What follows belongs to an exercise in optimizing a design on an open flow for small area, a short achievable clock period and few clock cycles per item; a production flow would make more cautious choices.
The RTL was checked by simulation tests, not by an equivalence proof against the original design.

== main ==
Design rational_arithmetic_unit, start of the top module:
module rational_arithmetic_unit #(
  parameter int unsigned WIDTH = 32
) (
  input  logic              clk_i,
  input  logic              rst_ni,
  input  logic              in_valid,
  output logic              in_ready,
  input  logic [1:0]        in_action,
  input  logic [31:0]       in_a_num,
  input  logic [31:0]       in_a_den,
  input  logic [31:0]       in_b_num,
  input  logic [31:0]       in_b_den,
  output logic              out_valid,
  input  logic              out_ready,
  output logic [31:0]       out_res_num,
  output logic [31:0]       out_res_den,
  output logic              out_is_equal,
  output logic              out_bad_denominator
);
Size: roughly 4100 cells after synthesis, roughly 240 flip-flops.
clock: 12.0 ns
lec_check: 0
abc_area: 1
cap_margin: 20
core_margin: 2
core_utilization: 40
setup_slack_margin: 5
slew_margin: 20
run.sh (not shown) runs the stock make flow with config.mk's settings and CLKGATE_MAP_FILE= SYNTH_SCRIPT=/design/flow/synth_recipe.tcl, a recipe that flattens the netlist after the stock synthesis.
Testbench counts of main, summed over its fixed seeds: cycles 83,679, items 960.
The following lists how the feature branch was set up differently from main:
--- a/flow/design.v
+++ b/flow/design.v
@@ -60,27 +60,27 @@
           5'd2:  begin wx = 1'b1; fs0 = F_LD; end
           5'd3:  begin kind = K_EUC; exr2 = 1'b1; dld = L_BD; end
           5'd4:  begin wy = 1'b1; sa = SA_LD; dld = L_AD; end
           5'd5:  begin wx = 1'b1; sa = SA_XOR; end
           5'd6:  kind = K_MUL;
           5'd7:  begin vs = V_X; wx = 1'b1; sa = SA_PG; end
           5'd8:  begin vs = V_R2; wy = 1'b1; end
           5'd9:  kind = K_DIV;
           5'd10: begin vs = V_Q; zchk = 1'b1; mode = M_SGN; wr2 = 1'b1; dld = L_AN; end
-          5'd11: begin wy = 1'b1; sa = SA_XOR; end
-          5'd12: begin vs = V_R2; wx = 1'b1; end
+          5'd11: begin wx = 1'b1; sa = SA_XOR; end
+          5'd12: begin vs = V_R2; wy = 1'b1; end
           5'd13: kind = K_MUL;
           5'd14: begin vs = V_X; wx = 1'b1; sa = SA_P; dld = L_AD; end
           5'd15: begin wy = 1'b1; sa = SA_XOR; end
           5'd16: kind = K_DIV;
           5'd17: begin vs = V_Q; mode = M_SGN; wr1 = 1'b1; dld = L_BN; end
-          5'd18: begin wy = 1'b1; sa = SA_LD; end
-          5'd19: begin vs = V_R2; wx = 1'b1; sa = SA_XOR; end
+          5'd18: begin wx = 1'b1; sa = SA_LD; end
+          5'd19: begin vs = V_R2; wy = 1'b1; sa = SA_XOR; end
           5'd20: kind = K_MUL;
           5'd21: begin vs = V_X; wx = 1'b1; sa = SA_P; dld = L_BD; end
           5'd22: begin wy = 1'b1; sa = SA_XOR; end
           5'd23: kind = K_DIV;
           5'd24: begin vs = V_Q; mode = M_SGN; wx = 1'b1; dld = L_R1; end
           default: begin mode = M_ADDX; wr1 = 1'b1; fin = 1'b1; end
         endcase
       end
       rau_pkg::ACT_MUL: begin
@@ -168,18 +168,29 @@
   logic [32:0] dalign;
   logic [31:0] src;
   rau_lzc u_lzx (.a_i(x_q), .lz_o(lzx));
   rau_lzc u_lzy (.a_i(y_q), .lz_o(lzy));
   assign ddiff  = {1'b0, lzy} - {1'b0, lzx};
   assign xshort = ddiff[6];
   assign xlong  = !ddiff[6] && (ddiff[5:0] != '0);
   assign yzero  = lzy[5];
   assign dsh    = ddiff[4:0] | 5'd1;
+  logic        ypow2;
+  logic [31:0] shq;
+  assign ypow2 = ((y_q & (y_q - 32'd1)) == '0) && (lzy[4:2] == 3'b111);
+  always_comb begin
+    unique case (lzy[1:0])
+      2'd3:    shq = x_q;
+      2'd2:    shq = {1'b0, x_q[31:1]};
+      2'd1:    shq = {2'b0, x_q[31:2]};
+      default: shq = {3'b0, x_q[31:3]};
+    endcase
+  end
   assign dalign = {1'b0, y_q} << dsh;
   logic       a_zero, b_zero;
   logic [2:0] dsel;
   assign a_zero = (in_a_den == '0);
   assign b_zero = (in_b_den == '0);
   always_comb begin
     if (run_q) begin
       dsel = u_dld;
     end else begin
@@ -238,19 +249,19 @@
   assign out_is_equal        = eq_q;
   assign out_bad_denominator = bad_q;
   logic go, adv;
   assign go = !run_q && in_valid && (!ovalid_q || out_ready);
   logic euc_fast;
   assign euc_fast = dy_q && !xshort && (ddiff[5:1] == '0);
   always_comb begin
     unique case (u_kind)
       K_EUC:   adv = !ls_q && yzero;
-      K_DIV:   adv = ls_q ? last1 : xshort;
+      K_DIV:   adv = ls_q ? last1 : (xshort || ypow2);
       K_MUL:   adv = ls_q && mul_last;
       default: adv = 1'b1;
     endcase
   end
   always_ff @(posedge clk_i or negedge rst_ni) begin
     if (!rst_ni) begin
       run_q    <= 1'b0;
       ovalid_q <= 1'b0;
       pc_q     <= '0;
@@ -357,19 +368,19 @@
               par_q <= !par_q;
             end else begin
               x_q   <= x2;
               cnt_q <= cnt_q - 5'd2;
             end
           end
         end
         K_DIV: begin
           if (!ls_q) begin
-            q_q <= 32'd0;
+            q_q <= ypow2 ? shq : 32'd0;
             if (!xshort) begin
               d_q   <= dalign;
               cnt_q <= dsh;
             end
           end else begin
             x_q   <= x2;
             q_q   <= {q_q[29:0], ge, ge2};
             d_q   <= d_q >> 2;
             cnt_q <= cnt_q - 5'd2;
Notes after the runs:
- When the feature branch is set beside main, its clock skew turns out to be 0.0030 ns smaller.
- Area after synthesis grows by a few percent when moving from main to the feature branch.
- Final critical-path share of the clock period was lower in the run labelled the feature branch.
- Looking at portion of netlist area occupied by mux cells across the feature branch and main, the one that comes out lower is main.
- Comparing main with the feature branch, the effective utilization at floorplan came out essentially unchanged.
- The feature branch and main ended up with nearly the same post-CTS clock slew at the launch and capture registers of the worst setup and hold paths.
- Summary of the feature branch over main: core utilization closely matched the old numbers, arrival time at the worst endpoint increased by 2.37 ns relative to the old numbers, post-route minimum period decreased by 0.32 ns relative to the old numbers.
- [compare] base=main new=the feature branch: average cell area after synthesis saw a decrease, fraction of layout instances using a drive strength above 1 saw an increase, worst slack at placement saw a decrease.
Testbench counts of the feature branch, summed over its fixed seeds: cycles 68,581, items 960.

static timing again, ports no longer ideal:
In the flow no input, the clock included, has a driving cell. The finished layouts below were timed again as built, in two steps. Step 1: set_driving_cell puts a clkbuf_16 on clk_i and a buf_2 on each other input, an assumption about the parent block. Step 2 times the ports against the registers' clock, not the clock port: input delays grow and output delays shrink by t, the midpoint of the rising clock arrivals with the driver on. Three values: ideal ports, drivers, drivers and shift; two values: the first two.
| run | t (ns) | setup WS [ns] | latest minus earliest clock arrival (ns) |
|---|---|---|---|
| main | 0.641 | 4.932 / 4.866 / 4.643 | 0.022 / 0.021 |
| the feature branch | 0.620 | 5.249 / 5.239 / 5.176 | 0.019 / 0.018 |
After both steps every run listed still meets setup and hold. For main, which loses most, drivers alone change the setup slack by -0.066 ns; drivers and shift together by -0.289 ns.
